This is an optimization exercise on Yosys and OpenROAD, whose aim is small area, not a production implementation.
In this exercise RTL edits were held to simulation tests only and were not proved equivalent to the original.
Power is estimated from default activity; no workload was simulated.

## flow/design.v (module list and top-level ports; edited modules follow where they fit)
// module offset_removal: 689 lines
// module preproc_top: 251 lines
module preproc_top (
  input  logic                   clk_i,
  input  logic                   rst_ni,
  input  logic                   cfg_req_i,
  output logic                   cfg_gnt_o,
  input  logic                   cfg_we_i,
  input  preproc_reg_pkg::addr_t cfg_addr_i,
  input  preproc_reg_pkg::word_t cfg_wdata_i,
  output preproc_reg_pkg::word_t cfg_rdata_o,
  output logic                   cfg_rvalid_o,
  input  preproc_pkg::sample_t   idata_i,
  input  logic                   idata_valid_i,
  output logic                   idata_ready_o,
  output preproc_pkg::sample_t   odata_o,
  output logic                   odata_valid_o,
  input  logic                   odata_switch_channel_i,
  input  logic                   odata_ack_sample_i
);
  // ...
==> flow/flow/run.sh <==
#!/bin/bash
set -o pipefail
export BUFFER_PORTS_ARGS="-buffer_cell sky130_fd_sc_hd__buf_1"
export CTS_ARGS="-sink_clustering_enable -repair_clock_nets -sink_clustering_size 25 -sink_clustering_max_diameter 100 -buf_list sky130_fd_sc_hd__clkbuf_16 -dont_use_dummy_load"
bash standard.sh finish 2>&1 | tee standard.log
==> flow/standard.sh <==
#!/bin/bash
# synth_recipe.tcl (not shown) runs the flow's synth.tcl, then flattens the netlist and writes it again
# the make line also repeats each setting of config.mk as NAME=value (left out here)
make -C /OpenROAD-flow-scripts/flow DESIGN_CONFIG=/design/flow/config.mk WORK_HOME=/design/flow/orfs CLKGATE_MAP_FILE= SYNTH_SCRIPT=/design/flow/synth_recipe.tcl "${@:-finish}"
==> flow/config.mk <==
export PLATFORM = sky130hd
export DESIGN_NAME = preproc_top
export DESIGN_NICKNAME = preproc_top
export VERILOG_FILES = /design/flow/design.v
export SDC_FILE = /design/flow/constraint.sdc
export NUM_CORES = 4
export LEC_CHECK = 0
export CAP_MARGIN = 20
export CORE_MARGIN = 2
export CORE_UTILIZATION = 65
export SLEW_MARGIN = 20
==> flow/constraint.sdc <==
create_clock -name core_clock -period 12.0 [get_ports {clk_i}]
set_input_delay 2.4000 -clock core_clock [delete_from_list [all_inputs] [get_ports {clk_i}]]
set_output_delay 2.4000 -clock core_clock [all_outputs]
set_load 0.01 [all_outputs]
==> run summary, run 1 <==
Hold Crit Depth=1; Netlist cell types=between 70 and 80; inverters=roughly 160; Die Area=between 50,000 and 60,000 um^2; Root Buffer=clkbuf_16; Max-Cap Viols=0; final worst slack=about 970 ps; most common cell after layout, fill and taps aside=edfxtp_1; P_comb=between 300 and 400 uW; Pint=about 2.9 mW; CP Max Fanout=17; FF-to-FF End=mean_q[2][15]; Reg area=between 15,000 and 20,000 um^2; Post-synth ARST share=0.1021; Antenna diodes=1; crit path to=mean_q[2][15]; chip width=224.3 um; Final nets=2,827; status=timing/DRC/antenna clean; total power=3.703 mW; met3 Use GR=0.05552; Final Skew=roughly 65 ps; post-route cell area=~33,000 um^2; Antenna Nets Post-Route=0; iteration-0 DRC count of the detailed router=2,297; sw frac=0.2270; Worst Setup End Kind=register; GRT Util Overall=0.3286; met1 usage=0.4299; hpwl dp=56.45 mm; cell family with most CP delay=adder cells; pin count of the biggest net entering global routing=63; sequential element share of the synthesized area=0.5652; Clock Sink Count=approximately 600; CP Launch Type=register; RSZ-0062 raised after global routing=no; Clk pwr share=0.277; Starting Density=0.6593; total gr overflow=0; Worst IR Drop VDD=109.8 uV; post-layout util=0.6980; H-Tree Depth=1
==> module preproc_top, before the edit <==
module preproc_top (
  input  logic                   clk_i,
  input  logic                   rst_ni,
  input  logic                   cfg_req_i,
  output logic                   cfg_gnt_o,
  input  logic                   cfg_we_i,
  input  preproc_reg_pkg::addr_t cfg_addr_i,
  input  preproc_reg_pkg::word_t cfg_wdata_i,
  output preproc_reg_pkg::word_t cfg_rdata_o,
  output logic                   cfg_rvalid_o,
  input  preproc_pkg::sample_t   idata_i,
  input  logic                   idata_valid_i,
  output logic                   idata_ready_o,
  output preproc_pkg::sample_t   odata_o,
  output logic                   odata_valid_o,
  input  logic                   odata_switch_channel_i,
  input  logic                   odata_ack_sample_i
);
  function automatic logic [16:0] rca16(input logic [15:0] a, input logic [15:0] b, input logic ci);
    logic c;
    c = ci;
    for (int i = 0; i < 16; i++) begin
      rca16[i] = a[i] ^ b[i] ^ c;
      c = (a[i] & b[i]) | (c & (a[i] ^ b[i]));
    end
    rca16[16] = c;
  endfunction
  logic       wr_en, rd_en;
  logic       chan_ok, b_cfg, b_pre, b_post, a_sub, a_srst, a_ill;
  logic [3:0] ch_dec;
  logic       soft_reset;
  assign cfg_gnt_o = cfg_req_i;
  assign wr_en     = cfg_req_i & cfg_we_i;
  assign rd_en     = cfg_req_i & ~cfg_we_i;
  assign chan_ok = (cfg_addr_i[7:4] == 4'd0);
  assign b_cfg   = chan_ok & (cfg_addr_i[11:8] == 4'd0);
  assign b_pre   = chan_ok & (cfg_addr_i[11:8] == 4'd1);
  assign b_post  = chan_ok & (cfg_addr_i[11:8] == 4'd2);
  assign a_sub   = (cfg_addr_i == 12'h300);
  assign a_srst  = (cfg_addr_i == 12'h304);
  assign a_ill   = ~(b_cfg | b_pre | b_post | a_sub | a_srst);
  for (genvar c = 0; c < 4; c++) begin : g_dec
    assign ch_dec[c] = (cfg_addr_i[3:2] == c);
  end
  assign soft_reset = wr_en & a_srst;
  logic [17:0] ccfg_q [4];
  logic [15:0] pre_q  [4];
  logic [15:0] post_q [4];
  logic [15:0] sub_q;
  logic [3:0]  vcfg_q, vpre_q, vpost_q;
  logic        vsub_q;
  for (genvar c = 0; c < 4; c++) begin : g_regs
    always_ff @(posedge clk_i) begin
      if (wr_en && b_cfg && ch_dec[c])  ccfg_q[c] <= cfg_wdata_i[17:0];
      if (wr_en && b_pre && ch_dec[c])  pre_q[c]  <= cfg_wdata_i[15:0];
      if (wr_en && b_post && ch_dec[c]) post_q[c] <= cfg_wdata_i[15:0];
    end
    always_ff @(posedge clk_i or negedge rst_ni) begin
      if (!rst_ni) begin
        vcfg_q[c]  <= 1'b0;
        vpre_q[c]  <= 1'b0;
        vpost_q[c] <= 1'b0;
      end else begin
        if (wr_en && b_cfg && ch_dec[c])  vcfg_q[c]  <= 1'b1;
        if (wr_en && b_pre && ch_dec[c])  vpre_q[c]  <= 1'b1;
        if (wr_en && b_post && ch_dec[c]) vpost_q[c] <= 1'b1;
      end
    end
  end
  always_ff @(posedge clk_i) begin
    if (wr_en && a_sub) sub_q <= cfg_wdata_i[15:0];
  end
  always_ff @(posedge clk_i or negedge rst_ni) begin
    if (!rst_ni) begin
      vsub_q <= 1'b0;
    end else if (wr_en && a_sub) begin
      vsub_q <= 1'b1;
    end
  end
  logic [3:0]  chan_en, offrem_en;
  logic [15:0] subsampl;
  for (genvar c = 0; c < 4; c++) begin : g_fields
    assign chan_en[c]   = vcfg_q[c] & ccfg_q[c][0];
    assign offrem_en[c] = vcfg_q[c] & ccfg_q[c][1];
  end
  assign subsampl = vsub_q ? sub_q : 16'h0000;
  logic       rvalid_q;
  logic [4:0] rsel_q;    
  logic [3:0] rch_q;     
  always_ff @(posedge clk_i or negedge rst_ni) begin
    if (!rst_ni) begin
      rvalid_q <= 1'b0;
    end else begin
      rvalid_q <= rd_en;
    end
  end
  always_ff @(posedge clk_i) begin
    rsel_q <= {a_ill, a_sub, b_post, b_pre, b_cfg};
    rch_q  <= ch_dec;
  end
  logic [17:0] rd_low;
  always_comb begin
    rd_low = '0;
    for (int c = 0; c < 4; c++) begin
      rd_low |= {18{rsel_q[0] & rch_q[c] & vcfg_q[c]}}  & ccfg_q[c];
      rd_low |= {18{rsel_q[1] & rch_q[c] & vpre_q[c]}}  & {2'b00, pre_q[c]};
      rd_low |= {18{rsel_q[2] & rch_q[c] & vpost_q[c]}} & {2'b00, post_q[c]};
    end
    rd_low |= {18{rsel_q[3] & vsub_q}} & {2'b00, sub_q};
    rd_low |= {18{rsel_q[4]}} & preproc_reg_pkg::ILLEGAL_READ_DATA[17:0];
  end
  assign cfg_rdata_o  = {{14{rsel_q[4]}} & preproc_reg_pkg::ILLEGAL_READ_DATA[31:18], rd_low};
  assign cfg_rvalid_o = rvalid_q;
  logic [3:0] pending_q, act, remaining;
  logic [3:0] fifo_full, fifo_empty;
  logic       accept;
  assign act[0] = pending_q[0];
  assign act[1] = pending_q[1] & ~pending_q[0];
  assign act[2] = pending_q[2] & ~|pending_q[1:0];
  assign act[3] = pending_q[3] & ~|pending_q[2:0];
  assign idata_ready_o = idata_valid_i & |(act & ~fifo_full);
  assign accept        = idata_ready_o;
  assign remaining     = pending_q & ~act;
  always_ff @(posedge clk_i or negedge rst_ni) begin
    if (!rst_ni) begin
      pending_q <= '0;
    end else if (soft_reset) begin
      pending_q <= chan_en;
    end else if (accept) begin
      pending_q <= (remaining == '0) ? chan_en : remaining;
    end
  end
  logic [15:0] mean_q [4];
  logic [3:0]  vmean_q;
  logic [7:0]  alpha_s;
  logic [3:0]  shl_s, shr_s;
  logic [15:0] pre_s, post_s, mean_s;
  logic        offrem_s;
  always_comb begin
    alpha_s  = '0;
    shl_s    = '0;
    shr_s    = '0;
    pre_s    = '0;
    post_s   = '0;
    mean_s   = '0;
    offrem_s = 1'b0;
    for (int c = 0; c < 4; c++) begin
      alpha_s  |= {8{act[c] & vcfg_q[c]}} & ccfg_q[c][9:2];
      shl_s    |= {4{act[c] & vcfg_q[c]}} & ccfg_q[c][13:10];
      shr_s    |= {4{act[c] & vcfg_q[c]}} & ccfg_q[c][17:14];
      offrem_s |= act[c] & offrem_en[c];
      pre_s    |= {16{act[c] & vpre_q[c]}}  & pre_q[c];
      post_s   |= {16{act[c] & vpost_q[c]}} & post_q[c];
      mean_s   |= {16{act[c] & offrem_en[c] & vmean_q[c]}} & mean_q[c];
    end
  end
  logic [15:0] proc_sample, mean_new;
  offset_removal i_offset_removal (
    .idata_i  (idata_i),
    .shl_i    (shl_s),
    .shr_i    (shr_s),
    .alpha_i  (alpha_s),
    .pre_i    (pre_s),
    .post_i   (post_s),
    .mean_i   (mean_s),
    .sample_o (proc_sample),
    .mean_o   (mean_new)
  );
  for (genvar c = 0; c < 4; c++) begin : g_mean
    always_ff @(posedge clk_i) begin
      if (accept && act[c] && offrem_en[c]) mean_q[c] <= mean_new;
    end
    always_ff @(posedge clk_i or negedge rst_ni) begin
      if (!rst_ni) begin
        vmean_q[c] <= 1'b0;
      end else if (soft_reset) begin
        vmean_q[c] <= 1'b0;
      end else if (accept && act[c] && offrem_en[c]) begin
        vmean_q[c] <= 1'b1;
      end
    end
  end
  logic [15:0] sub_cnt_q;
  logic [16:0] sub_inc;
  logic        keep;
  assign sub_inc = rca16(sub_cnt_q, 16'h0000, 1'b1);
  assign keep    = (sub_cnt_q == 16'h0000);
  always_ff @(posedge clk_i or negedge rst_ni) begin
    if (!rst_ni) begin
      sub_cnt_q <= '0;
    end else if (soft_reset) begin
      sub_cnt_q <= '0;
    end else if (accept && remaining == '0) begin
      sub_cnt_q <= (sub_cnt_q == subsampl) ? 16'h0000 : sub_inc[15:0];
    end
  end
  logic [15:0] fifo_mem [4][4];
  logic [1:0]  rd_ptr_q [4];
  logic [2:0]  fill_q   [4];
  logic [3:0]  push, pop;
  for (genvar c = 0; c < 4; c++) begin : g_fifo
    logic [1:0] wr_ptr;
    assign wr_ptr        = rd_ptr_q[c] + fill_q[c][1:0];
    assign fifo_empty[c] = (fill_q[c] == 3'd0);
    assign fifo_full[c]  = fill_q[c][2];
    assign push[c]       = accept & act[c] & keep;
    assign pop[c]        = odata_ack_sample_i & chan_en[c] & ~fifo_empty[c];
    always_ff @(posedge clk_i or negedge rst_ni) begin
      if (!rst_ni) begin
        rd_ptr_q[c] <= '0;
        fill_q[c]   <= '0;
      end else if (soft_reset) begin
        rd_ptr_q[c] <= '0;
        fill_q[c]   <= '0;
      end else begin
        if (pop[c]) rd_ptr_q[c] <= rd_ptr_q[c] + 2'd1;
        if (push[c] && !pop[c]) fill_q[c] <= fill_q[c] + 3'd1;
        if (pop[c] && !push[c]) fill_q[c] <= fill_q[c] - 3'd1;
      end
    end
    for (genvar k = 0; k < 4; k++) begin : g_entry
      always_ff @(posedge clk_i) begin
        if (push[c] && wr_ptr == k) fifo_mem[c][k] <= proc_sample;
      end
    end
  end
  logic [3:0] sel_q, selected, sel_rest;
  assign selected[0] = sel_q[0];
  assign selected[1] = sel_q[1] & ~sel_q[0];
  assign selected[2] = sel_q[2] & ~|sel_q[1:0];
  assign selected[3] = sel_q[3] & ~|sel_q[2:0];
  assign sel_rest    = sel_q & ~selected;
  always_ff @(posedge clk_i or negedge rst_ni) begin
    if (!rst_ni) begin
      sel_q <= '0;
    end else if (soft_reset) begin
      sel_q <= chan_en;
    end else if (odata_switch_channel_i) begin
      sel_q <= (sel_rest == '0) ? chan_en : sel_rest;
    end
  end
  assign odata_valid_o = |(selected & ~fifo_empty);
  always_comb begin
    odata_o = '0;
    for (int c = 0; c < 4; c++) begin
      for (int k = 0; k < 4; k++) begin
        odata_o |= {16{selected[c] && rd_ptr_q[c] == k}} & fifo_mem[c][k];
      end
    end
  end
endmodule
==> inputs of run 2 (changes only) <==
--- a/flow/design.v
+++ b/flow/design.v
@@ -811,10 +811,8 @@
   end
   logic [3:0]  chan_en, offrem_en;
-  logic [15:0] subsampl;
   for (genvar c = 0; c < 4; c++) begin : g_fields
     assign chan_en[c]   = vcfg_q[c] & ccfg_q[c][0];
     assign offrem_en[c] = vcfg_q[c] & ccfg_q[c][1];
   end
-  assign subsampl = vsub_q ? sub_q : 16'h0000;
   logic       rvalid_q;
   logic [4:0] rsel_q;    
@@ -924,5 +922,5 @@
       sub_cnt_q <= '0;
     end else if (accept && remaining == '0) begin
-      sub_cnt_q <= (sub_cnt_q == subsampl) ? 16'h0000 : sub_inc[15:0];
+      sub_cnt_q <= (vsub_q ? (sub_cnt_q == sub_q) : keep) ? 16'h0000 : sub_inc[15:0];
     end
   end
==> run 2 against run 1 <==
Against the previous run: largest power group unchanged; still clean; clock skew grew 16 ps; setup slack lost 280 ps; sequential share of layout area grew 0.21 points.
==> run summary, run 2 <==
share of layout cells above drive strength 1=0.06898 (was 0.06770); slowest stage delay, CP=690 ps (was 840 ps); yosys synthesis warning count=8 (unchanged); GRT Util Overall=0.3238 (was 0.3286); most frequent cells in the layout=536 x edfxtp_1, 196 x nand2_1, 184 x nor2_1 (was 536 x edfxtp_1, 202 x nand2_1, 196 x nor2_1); DR vias/cell=6.625 (was 6.711); Antenna Nets Post-Route=0 (unchanged); Slowest-stage cell, CP=dfrtp_1 (was and4bb_1); critical path type=register to register (unchanged); final worst slack=681.1 ps (was 965.5 ps); CP Launch Type=register (unchanged); power per cell area=108.5 nW/um^2 (was 110.9 nW/um^2); Clock transition at path regs=100 ps (about the same); top-area cell type share of the netlist area=0.5121 (was 0.5103); Tmin final=11,320 ps (was 11,030 ps); pre-CTS setup slack=305.6 ps (was 1025 ps); vias=20,500 (was 20,990); Max-Cap Viols=0 (unchanged); reg2reg setup slack=680 ps (was 970 ps); worst slew pin tran=1240 ps (was 1238 ps); Hold Vio Cnt, Final=0 (unchanged); gp weighted congestion=0.9151 (was 0.9129); Worst Hold Path EP=vmean_q[2] (was vpre_q[2]); WL per Instance=25.77 um (was 26.07 um); number of flops mapped to enable cells by yosys=536 (unchanged); hpwl dp=55.55 mm (was 56.45 mm); Hold Path Class=register to register (unchanged); site row count=80 (unchanged); Post-Syn Area per Cell=12.90 um^2 (was 12.82 um^2); most common cell after layout, fill and taps aside=edfxtp_1 (unchanged); core area=47,750 um^2 (was 47,850 um^2); Root Buffer=clkbuf_16 (unchanged); Hold Buf Count CTS=0 (unchanged); max reg flops=256 (unchanged); Antenna diodes=0 (was 1); iteration-0 DRC count of the detailed router=2,670 (was 2,297); antenna violations before repair=3 (unchanged); Final nets=2,795 (was 2,827); final WL=79.73 mm (was 81.54 mm); Clock Sink Count=607 (unchanged); pin count of the biggest net entering global routing=63 (unchanged); latest clock arrival within the worst-skew pair=640 ps (was 630 ps); Leakage Power=12.51 nW (about the same); Die Area=50,130 um^2 (was 50,310 um^2); HP Start=vmean_q[2] (was vpre_q[2]); biggest regs=fifo_mem (256), ccfg_q (72) (unchanged); final worst path period share=0.9432 (was 0.9195); Final Skew=81.35 ps (was 65.22 ps); Syn Inst Count=2,437 (was 2,461); CTS Buf Count=28 (unchanged); Post-synth top flop=edfxtp_1 (unchanged); slew margin rel.=0.1731 (was 0.1745); Req. time, crit path=12,270 ps (was 12,380 ps); final setup vio count=0 (unchanged); io pins=119 (unchanged); CTS tree=yes (unchanged); first-pass GRT wire length=121.8 mm (was 123.8 mm); setup tns final=0 ps (unchanged); post-route cell area=33,260 um^2 (was 33,400 um^2); DP Area=32,500 um^2 (was 32,620 um^2); Hold Crit Depth=2 (was 1); hold_ws=501.6 ps (was 495.0 ps); Worst EP arrival=11,590 ps (was 11,410 ps); Synth Cell Area=31,430 um^2 (was 31,540 um^2); synth cell count leaders=536 x edfxtp_1, 196 x nand2_1, 193 x nor2_1 (was 536 x edfxtp_1, 203 x nor2_1, 202 x nand2_1); First-pass DRT Iterations=8 (was 10); FF-to-FF End=mean_q[1][15] (was mean_q[2][15]); Worst IR Drop VDD=141.6 uV (was 109.8 uV); Top reg by flops=fifo_mem (unchanged); Layout area overhead=5.840% (was 5.874%); CP Max Fanout=14 (was 17); Post-CTS Repair Setup Buffers=0 (unchanged); Reg area=17,830 um^2 (unchanged); FILL cells=3,393 (was 3,382); vias in the first global route=20,830 (was 20,860); r2r startpoint=pending_q[0] (was pending_q[1]); sequential element share of the synthesized area=0.5672 (was 0.5652); most frequent cell after synthesis=edfxtp_1 (unchanged); H-Tree Depth=1 (unchanged); Max Clk Rate=88.35 MHz (was 90.62 MHz); Yosys reg bits=607 (unchanged); post-CTS sizing=0 (unchanged); Max Slew Vio Count=0 (unchanged); status=timing/DRC/antenna clean (unchanged); Worst Setup End Kind=register (unchanged); post-synth top area cell=edfxtp_1 (unchanged); Post-synth ARST share=0.1021 (unchanged); Netlist cell types=75 (unchanged); area occupied by multi-input gates=12,510 um^2 (was 12,610 um^2); Synth area leaders=edfxtp_1 51%, fa_1 8.9%, dfrtp_1 4.9% (unchanged); die height=223.9 um (was 224.3 um); Starting Density=0.6583 (was 0.6593); chip width=223.9 um (was 224.3 um); depth of the most critical reg-to-reg path=41 (was 37); total gr overflow=0 (unchanged); clock buffer depth=3 (unchanged); count of input and output buffers=100 (unchanged); RSZ-0062 raised after global routing=no (unchanged); Residual DRC=0 (unchanged)
[run 2: cell types whose count changed after synthesis, moves of 7 or more]
cell | before | now
inv_1 | 157 | 164
nand4_1 | 26 | 35
xor2_1 | 20 | 36
a22oi_1 | 107 | 115
nor2_1 | 203 | 193
a22o_1 | 62 | 50
nand3_1 | 44 | 27
o21ai_0 | 47 | 39
a221oi_1 | 57 | 45
[run 2: final cells by class]
| class | count | share of cell area |
|---|---|---|
| multi-input cells | 1519 | 0.3761 |
| inverters | 164 | 0.01851 |
| clock buffers | 28 | 0.02106 |
| flip-flops and latches | 607 | 0.5359 |
| repair buffers | 161 | 0.02531 |
| well taps | 615 | 0.02313 |
[run 2: worst max-delay path, delay by kind of cell (launching register included)]
family                     cells  cell delay, ps
xor gates and xnor gates       4             940
buffers and inverters          6             570
and+or+nand+nor                6            1410
adders and majority gates      8            3240
DFF                            1             690
AOI/OAI and AO/OA             17            4050
[run 2: cells by family (layout without fill, tap and decap cells)]
logic type,count (synthesis),after routing,share of synthesized area
flops,607,607,0.5672
xor+xnor,77,77,0.02190
mux,68,68,0.02202
simple gates,658,658,0.09988
other cells,1,4,0.0001193
compound gates,463,463,0.1164
buf+inv,314,353,0.04009
fa+ha+maj,249,249,0.1324
[run 2: worst max path at each step]
stage	startpoint	to	slack (ps)	cells after the start
2_1_floorplan	idata_i[0]	mean_q[0][15]	1670	38
3_3_place_gp	idata_i[0]	mean_q[1][15]	410	39
3_5_place_dp	idata_i[0]	mean_q[1][15]	310	39
4_1_cts	pending_q[0]	mean_q[1][15]	840	41
5_1_grt	pending_q[0]	mean_q[1][15]	70	41
6_report	pending_q[0]	mean_q[1][15]	680	41
[run 2: power by group]
part / internal [mW] / switching [mW]
registers: 2.34 / 0.00190
clock network: 0.415 / 0.604
logic: 0.0679 / 0.181
[run 2: stage by stage]
stage / power [mW] / cells / utilization
3_5_place_dp: 2.629 / 3065 / 0.6806
3_3_place_gp: 2.617 / 3065 / 0.6806
4_1_cts: 3.616 / 3093 / 0.6953
2_1_floorplan: 2.532 / 2440 / -
6_report: 3.608 / 3094 / 0.6967
5_1_grt: 3.712 / 3094 / 0.6967
[run 2: per-layer routing]
metal	share of wire	up-vias	global-route usage
li1	-	9079	-
met2	0.48	1020	0.5343
met3	0.089	207	0.04630
met5	0.00040	-	0
met1	0.38	10190	0.4325
met4	0.046	6	0.1458
==> inputs of run 3 (changes only) <==
--- a/flow/config.mk
+++ b/flow/config.mk
@@ -9,3 +9,4 @@
 export CORE_MARGIN = 2
 export CORE_UTILIZATION = 65
+export PLACE_DENSITY = 0.8
 export SLEW_MARGIN = 20
==> run 3 against run 2 <==
Against the previous run: still clean; routed wire length grew 1.8%; fmax increased by 1.3%; sequential power about the same; register-to-register slack better by 140 ps; largest cell class unchanged.
==> run summary, run 3 <==
Post-synth top flop=edfxtp_1 (unchanged); depth of the most critical reg-to-reg path=42 (was 41); io pins=119 (unchanged); RSZ-0062 raised after global routing=no (unchanged); vias=21,120 (was 20,500); Max Clk Rate=89.47 MHz (was 88.35 MHz); sw frac=0.2193 (was 0.2182); Clock transition at path regs=100 ps (about the same); Netlist cell types=75 (unchanged); CP Launch Type=register (unchanged); Pint=2.822 mW (was 2.821 mW); hpwl dp=55.92 mm (was 55.55 mm); post-route cell area=33,250 um^2 (was 33,260 um^2); Final nets=2,795 (unchanged); reg2reg setup slack=820 ps (was 680 ps); post-CTS sizing=0 (unchanged); most frequent cell after synthesis=edfxtp_1 (unchanged); WL per Instance=26.24 um (was 25.77 um); Starting Density=0.6583 (unchanged); Synth Cell Area=31,430 um^2 (unchanged); Leakage Power=12.51 nW (about the same); slowest stage delay, CP=690 ps (about the same); vias in the first global route=21,450 (was 20,830); crit path to=mean_q[0][15] (was mean_q[1][15]); total gr overflow=0 (unchanged); logic gate share of total power=0.069 (about the same); core area=47,750 um^2 (unchanged); Max Slew Vio Count=0 (unchanged); site row count=80 (unchanged); Slowest-stage cell, CP=dfrtp_1 (unchanged); Reg area=17,830 um^2 (unchanged); count of input and output buffers=100 (unchanged); First-pass DRT Iterations=9 (was 8); Layout area overhead=5.804% (was 5.840%); met1 usage=0.4152 (was 0.4325); CTS tree=yes (unchanged); antenna violations before repair=0 (was 3); Req. time, crit path=12,330 ps (was 12,270 ps); biggest regs=fifo_mem (256), ccfg_q (72) (unchanged); Hold Buf Count CTS=0 (unchanged); Worst Setup End Kind=register (unchanged); Antenna Nets Post-Route=0 (unchanged); critical path depth=42 (was 41); gp weighted congestion=0.9344 (was 0.9151); Max-Cap Viols=0 (unchanged); Clock Sink Count=607 (unchanged); CTS Buf Count=28 (unchanged); Die Area=50,130 um^2 (unchanged); Synth area leaders=edfxtp_1 51%, fa_1 8.9%, dfrtp_1 4.9% (unchanged); top-area cell type share of the netlist area=0.5121 (unchanged); Syn Inst Count=2,437 (unchanged); Residual DRC=0 (unchanged); Final Skew=55.10 ps (was 81.35 ps); slew margin rel.=0.2016 (was 0.1731); Post-Syn Area per Cell=12.90 um^2 (unchanged); first-pass GRT wire length=123.5 mm (was 121.8 mm); worst slew pin tran=1198 ps (was 1240 ps); Clk pwr share=0.283 (about the same); power per cell area=108.7 nW/um^2 (was 108.5 nW/um^2); yosys synthesis warning count=8 (unchanged); Antenna diodes=0 (unchanged); busiest grt layer=met2 (unchanged); r2r startpoint=pending_q[0] (unchanged); final setup vio count=0 (unchanged); Tmin final=11,180 ps (was 11,320 ps); area occupied by multi-input gates=12,500 um^2 (was 12,510 um^2); Top reg by flops=fifo_mem (unchanged); status=timing/DRC/antenna clean (unchanged); register share of total power=0.647 (was 0.648); pin count of the biggest net entering global routing=63 (unchanged); Hold Vio Cnt, Final=0 (unchanged); hold_ws=487.7 ps (was 501.6 ps); H-Tree Depth=1 (unchanged); Yosys reg bits=607 (unchanged); Worst IR Drop VDD=143.6 uV (was 141.6 uV); clock buffer depth=3 (unchanged); max reg flops=256 (unchanged); share of layout cells above drive strength 1=0.06898 (unchanged); Psw=792.6 uW (was 787.2 uW); Hold Path Class=register to register (unchanged); critical path type=register to register (unchanged); most frequent cells in the layout=536 x edfxtp_1, 196 x nand2_1, 184 x nor2_1 (unchanged); iteration-0 DRC count of the detailed router=3,265 (was 2,670); cell family with most CP delay=compound AO/OA/AOI/OAI gates (unchanged); Post-CTS Repair Setup Buffers=0 (unchanged); number of flops mapped to enable cells by yosys=536 (unchanged); total power=3.614 mW (was 3.608 mW); latest clock arrival within the worst-skew pair=610 ps (was 640 ps); sequential element share of the synthesized area=0.5672 (unchanged); setup tns final=0 ps (unchanged); final WL=81.19 mm (was 79.73 mm); FILL cells=3,217 (was 3,393); chip width=223.9 um (unchanged); Worst EP arrival=11,510 ps (was 11,590 ps); die height=223.9 um (unchanged); Post-synth ARST share=0.1021 (unchanged); GRT Util Overall=0.3266 (was 0.3238); most common cell after layout, fill and taps aside=edfxtp_1 (unchanged); CP Buf/Inv Count=7 (was 6); DP Area=32,460 um^2 (was 32,500 um^2); met2 Use GR=0.5417 (was 0.5343); CP startpoint=pending_q[0] (unchanged); CP Max Fanout=18 (was 14); Root Buffer=clkbuf_16 (unchanged); FF-to-FF End=mean_q[0][15] (was mean_q[1][15]); DR vias/cell=6.826 (was 6.625); final worst path period share=0.9315 (was 0.9432); synth cell count leaders=536 x edfxtp_1, 196 x nand2_1, 193 x nor2_1 (unchanged); met3 Use GR=0.06821 (was 0.04630); post-synth top area cell=edfxtp_1 (unchanged)
## run 3: cell counts after synthesis
No cell type changed its count.
## run 3: worst min-delay path by stage
stage,start,endpoint,slack (ps),cells after the start
2_1_floorplan,vpost_q[3],vpost_q[3],450,1
3_3_place_gp,vpre_q[1],vpre_q[1],460,1
3_5_place_dp,vpost_q[3],vpost_q[3],470,1
4_1_cts,vpost_q[3],vpost_q[3],490,1
5_1_grt,vpost_q[3],vpost_q[3],510,1
6_report,vpost_q[3],vpost_q[3],490,1
## run 3: routing by layer
layer  part of all wire  routed length (um)
met1               0.36               29110
met3               0.11                8693
met4              0.053                4338
met2               0.48               39050
met5                  0                   0
## run 3: logic make-up after synthesis
group | count (synthesis) | share of synthesized area
xor gates and xnor gates | 77 | 0.02190
muxes | 68 | 0.02202
AOI/OAI and AO/OA | 463 | 0.1164
DFF | 607 | 0.5672
other | 1 | 0.0001193
buffers and inverters | 314 | 0.04009
adders and majority gates | 249 | 0.1324
and+or+nand+nor | 658 | 0.09988
## run 3: stage by stage
step	utilization	instances	setup slack, ps
2_1_floorplan	-	2440	1672
3_3_place_gp	0.6798	3062	496.0
3_5_place_dp	0.6798	3062	428.8
4_1_cts	0.6944	3090	764.7
5_1_grt	0.6965	3094	23.70
6_report	0.6965	3094	822.4
## run 3: worst reg2reg max path, delay by kind of cell, from the launching register on
| kind | cells | cell delay (ps) |
|---|---|---|
| XOR/XNOR | 4 | 930 |
| flip-flops | 1 | 690 |
| buffers and inverters | 7 | 830 |
| AND/OR/NAND/NOR | 6 | 1210 |
| adder cells (fa/ha/maj) | 8 | 3260 |
| AO/OA/AOI/OAI | 17 | 3990 |
## run 3: cell type report
| type | instances | share of cell area |
|---|---|---|
| repair buffers | 161 | 0.02521 |
| flip-flops and latches | 607 | 0.5361 |
| clock buffers | 28 | 0.02107 |
| multi-input cells | 1519 | 0.3760 |
| inverters | 164 | 0.01851 |
| well taps | 615 | 0.02314 |
## run 3: power groups by stage
stage	clock [mW]	combinational, mW	sequential [mW]
floorplan	0	0.146	2.39
global placement	0	0.226	2.39
detailed placement	0	0.239	2.39
CTS	1.03	0.241	2.34
global route	1.10	0.275	2.34
finish	1.02	0.250	2.34
==> inputs of run 4 (changes only) <==
--- a/flow/design.v
+++ b/flow/design.v
@@ -811,11 +811,14 @@
   end
   logic [3:0]  chan_en, offrem_en;
+  logic [15:0] subsampl;
   for (genvar c = 0; c < 4; c++) begin : g_fields
     assign chan_en[c]   = vcfg_q[c] & ccfg_q[c][0];
     assign offrem_en[c] = vcfg_q[c] & ccfg_q[c][1];
   end
-  logic       rvalid_q;
-  logic [4:0] rsel_q;    
-  logic [3:0] rch_q;     
+  assign subsampl = vsub_q ? sub_q : 16'h0000;
+  logic        rvalid_q;
+  logic [17:0] rdata_q;
+  logic        rill_q;
+  logic [17:0] rd_low;
   always_ff @(posedge clk_i or negedge rst_ni) begin
     if (!rst_ni) begin
@@ -825,20 +828,21 @@
     end
   end
-  always_ff @(posedge clk_i) begin
-    rsel_q <= {a_ill, a_sub, b_post, b_pre, b_cfg};
-    rch_q  <= ch_dec;
-  end
-  logic [17:0] rd_low;
   always_comb begin
     rd_low = '0;
     for (int c = 0; c < 4; c++) begin
-      rd_low |= {18{rsel_q[0] & rch_q[c] & vcfg_q[c]}}  & ccfg_q[c];
-      rd_low |= {18{rsel_q[1] & rch_q[c] & vpre_q[c]}}  & {2'b00, pre_q[c]};
-      rd_low |= {18{rsel_q[2] & rch_q[c] & vpost_q[c]}} & {2'b00, post_q[c]};
+      rd_low |= {18{b_cfg  & ch_dec[c] & vcfg_q[c]}}  & ccfg_q[c];
+      rd_low |= {18{b_pre  & ch_dec[c] & vpre_q[c]}}  & {2'b00, pre_q[c]};
+      rd_low |= {18{b_post & ch_dec[c] & vpost_q[c]}} & {2'b00, post_q[c]};
+    end
+    rd_low |= {18{a_sub & vsub_q}} & {2'b00, sub_q};
+    rd_low |= {18{a_ill}} & preproc_reg_pkg::ILLEGAL_READ_DATA[17:0];
+  end
+  always_ff @(posedge clk_i) begin
+    if (rd_en) begin
+      rdata_q <= rd_low;
+      rill_q  <= a_ill;
     end
-    rd_low |= {18{rsel_q[3] & vsub_q}} & {2'b00, sub_q};
-    rd_low |= {18{rsel_q[4]}} & preproc_reg_pkg::ILLEGAL_READ_DATA[17:0];
   end
-  assign cfg_rdata_o  = {{14{rsel_q[4]}} & preproc_reg_pkg::ILLEGAL_READ_DATA[31:18], rd_low};
+  assign cfg_rdata_o  = {{14{rill_q}} & preproc_reg_pkg::ILLEGAL_READ_DATA[31:18], rdata_q};
   assign cfg_rvalid_o = rvalid_q;
   logic [3:0] pending_q, act, remaining;
@@ -922,5 +926,5 @@
       sub_cnt_q <= '0;
     end else if (accept && remaining == '0) begin
-      sub_cnt_q <= (vsub_q ? (sub_cnt_q == sub_q) : keep) ? 16'h0000 : sub_inc[15:0];
+      sub_cnt_q <= (sub_cnt_q == subsampl) ? 16'h0000 : sub_inc[15:0];
     end
   end
--- a/flow/config.mk
+++ b/flow/config.mk
@@ -9,4 +9,3 @@
 export CORE_MARGIN = 2
 export CORE_UTILIZATION = 65
-export PLACE_DENSITY = 0.8
 export SLEW_MARGIN = 20
==> run 4 against run 3 <==
Against the previous run: clock skew shrank 3.4 ps; global-route usage shrank 0.68 points; count of clock-buffer cells in the layout grew 2; sequential share of layout area grew 0.18 points; critical path type unchanged; area after synthesis grew 1.9%; via count shrank 0.86%; first-iteration DRC count shrank 18%; flip-flop and latch count grew 10.
==> run summary, run 4 <==
share of layout cells above drive strength 1=0.06461 (was 0.06898); yosys synthesis warning count=8 (unchanged); slowest stage delay, CP=790 ps (was 690 ps); vias=20,940 (was 21,120); Antenna Nets Post-Route=0 (unchanged); chip width=226.0 um (was 223.9 um); Final nets=2,839 (was 2,795); Antenna diodes=0 (unchanged); Post-synth ARST share=0.1005 (was 0.1021); RSZ-0062 raised after global routing=no (unchanged); pin count of the biggest net entering global routing=63 (unchanged); Hold Vio Cnt, Final=0 (unchanged); setup tns final=0 ps (unchanged); Post-synth top flop=edfxtp_1 (unchanged); vias in the first global route=20,730 (was 21,450); final worst path period share=0.9278 (was 0.9315); Max-Cap Viols=0 (unchanged); CP Launch Type=register (unchanged); First-pass DRT Iterations=12 (was 9); hpwl dp=56.47 mm (was 55.92 mm); Tmin final=11,130 ps (was 11,180 ps); sequential element share of the synthesized area=0.5686 (was 0.5672); Clock transition at path regs=100 ps (about the same); CTS Buf Count=30 (was 28); final setup vio count=0 (unchanged); critical path's most frequent cell=fa_1; Hold Path Class=register to register (unchanged); total gr overflow=0 (unchanged); CP Max Fanout=16 (was 18); Worst Setup End Kind=register (unchanged); iteration-0 DRC count of the detailed router=2,666 (was 3,265); H-Tree Depth=1 (unchanged); critical path type=register to register (unchanged); gp weighted congestion=0.8768 (was 0.9344); Synth area leaders=edfxtp_1 52%, fa_1 8.7%, dfrtp_1 4.8% (was edfxtp_1 51%, fa_1 8.9%, dfrtp_1 4.9%); power per cell area=112.8 nW/um^2 (was 108.7 nW/um^2); Hold Buf Count CTS=0 (unchanged); io pins=119 (unchanged); most frequent cells in the layout=555 x edfxtp_1, 219 x nand2_1, 175 x nor2_1 (was 536 x edfxtp_1, 196 x nand2_1, 184 x nor2_1); count of input and output buffers=100 (unchanged); WL per Instance=25.36 um (was 26.24 um); biggest regs=fifo_mem (256), ccfg_q (72) (unchanged); worst slew pin tran=1264 ps (was 1198 ps); CTS tree=yes (unchanged); cell family with most CP delay=adder cells (was compound AO/OA/AOI/OAI gates); Netlist cell types=81 (was 75); post-synth top area cell=edfxtp_1 (unchanged); max reg flops=256 (unchanged); site row count=81 (was 80); slew margin rel.=0.1570 (was 0.2016); Max Clk Rate=89.82 MHz (was 89.47 MHz); Req. time, crit path=12,380 ps (was 12,330 ps); Syn Inst Count=2,479 (was 2,437); status=timing/DRC/antenna clean (unchanged); Final Skew=51.71 ps (was 55.10 ps); most common cell after layout, fill and taps aside=edfxtp_1 (unchanged); Root Buffer=clkbuf_16 (unchanged); CP Buf/Inv Count=8 (was 7); latest clock arrival within the worst-skew pair=620 ps (was 610 ps); Layout area overhead=5.725% (was 5.804%); antenna violations before repair=2 (was 0); top-area cell type share of the netlist area=0.5202 (was 0.5121); FILL cells=3,467 (was 3,217); first-pass GRT wire length=121.9 mm (was 123.5 mm); Starting Density=0.6572 (was 0.6583); Max Slew Vio Count=0 (unchanged); clock buffer depth=3 (unchanged); Worst IR Drop VDD=107.8 uV (was 143.6 uV); Yosys reg bits=617 (was 607); Worst EP arrival=11,510 ps (about the same); core area=48,750 um^2 (was 47,750 um^2); Slowest-stage cell, CP=and3_1 (was dfrtp_1); total power=3.821 mW (was 3.614 mW); Residual DRC=0 (unchanged); DR vias/cell=6.570 (was 6.826); Top reg by flops=fifo_mem (unchanged); Post-Syn Area per Cell=12.92 um^2 (was 12.90 um^2); Clock Sink Count=617 (was 607); Die Area=51,080 um^2 (was 50,130 um^2); Synth Cell Area=32,040 um^2 (was 31,430 um^2); Leakage Power=12.80 nW (was 12.51 nW); number of flops mapped to enable cells by yosys=555 (was 536); GRT Util Overall=0.3198 (was 0.3266); synth cell count leaders=555 x edfxtp_1, 219 x nand2_1, 179 x nor2_1 (was 536 x edfxtp_1, 196 x nand2_1, 193 x nor2_1); most frequent cell after synthesis=edfxtp_1 (unchanged); die height=226.0 um (was 223.9 um); final WL=80.81 mm (was 81.19 mm)
## run 4: cell type report
cell class                 instances  area, um^2  area share
clock buffer                      30       750.7     0.02216
timing repair buffer             157       805.8     0.02379
inverter                         162       608.1     0.01795
sequential                       617       18220      0.5379
tap                              664       830.8     0.02453
multi-input combinational       1557       12660      0.3737
## run 4: logic make-up after synthesis
| group | share of synthesized area |
|---|---|
| compound gates | 0.1203 |
| xor+xnor | 0.01828 |
| fa+ha+maj | 0.1299 |
| buf+inv | 0.04042 |
| flops | 0.5686 |
| mux | 0.02238 |
| other cells | 0.0001170 |
| simple gates | 0.09998 |
## run 4: path summary, 6_finish.rpt
check                      depth (start not counted)       endpoint  slack (ps)         start
max in group asynchronous                          2   pending_q[1]        9360        rst_ni
max                                               38  mean_q[1][15]         870  pending_q[2]
min reg2reg                                        1     vmean_q[2]         490    vmean_q[2]
max reg2reg                                       38  mean_q[1][15]         870  pending_q[2]
min in group asynchronous                          2   sub_cnt_q[8]        1970        rst_ni
min                                                1     vmean_q[2]         490    vmean_q[2]
## run 4: what timing repair did
| item | 4_1_cts | 5_1_grt |
|---|---|---|
| setup buffers | 0 | 5 |
| gates resized for setup | 0 | 1 |
| setup endpoints to repair | 0 | 8 |
## run 4: power breakdown
part / internal (mW) / switching (mW) / leakage, nW
Clock: 0.444 / 0.626 / 0.370
Combinational: 0.101 / 0.239 / 6.56
Sequential: 2.40 / 0.0147 / 5.88
Total: 2.94 / 0.879 / 12.8
## run 4: metal layers
layer,vias up,part of all wire,global-route usage
met5,-,0.00028,0
met4,4,0.036,0.1012
met3,161,0.088,0.04762
met2,1023,0.49,0.5536
met1,10490,0.38,0.4192
li1,9263,-,-
## run 4: metrics by stage
stage | worst slack (ps) | cells | hold WS, ps | utilization | area [um^2]
3_5_place_dp | 486.0 | 3150 | 470.7 | 0.6775 | 33030
2_1_floorplan | 1541 | 2482 | 445.4 | - | 32050
4_1_cts | 723.0 | 3180 | 493.5 | 0.6929 | 33780
5_1_grt | 123.0 | 3187 | 521.0 | 0.6948 | 33870
6_report | 866.4 | 3187 | 490.9 | 0.6948 | 33870
3_3_place_gp | 540.4 | 3150 | 461.6 | 0.6775 | 33030

[port drivers added, routing unchanged]
The results above use ideal ports. As a check the final layouts listed here were re-extracted and re-timed, cells and wires unchanged.
Step 1 (the two cells are an assumption about what drives the block):
set clk [get_ports {clk_i}]
set_driving_cell -lib_cell sky130_fd_sc_hd__clkbuf_16 $clk
set_driving_cell -lib_cell sky130_fd_sc_hd__buf_2 [delete_from_list [all_inputs] $clk]
Step 2 also shifts input and output timing later by t, the mid clock arrival at the registers, as if the neighbouring blocks saw the same clock.
Three values: ideal, step 1, step 2; two values: the first two.
run	t (ns)	setup slack, ns	hold slack, ns	worst data-port slew with drivers (ns)	pins driven straight from the clock port
run 1	0.656	0.965 / 0.965 / 0.839	0.495 / 0.495 / 0.495	0.11	1
run 2	0.652	0.681 / 0.681 / 0.158	0.502 / 0.502 / 0.502	0.09	1
run 3	0.641	0.822 / 0.822 / 0.383	0.488 / 0.488 / 0.488	0.10	1
run 4	0.653	0.866 / 0.866 / 0.344	0.491 / 0.491 / 0.491	0.11	1
After both steps setup and hold are still met in every run listed. For run 2, which loses most, drivers alone change the setup slack by 0.000 ns; drivers and shift together by -0.523 ns.
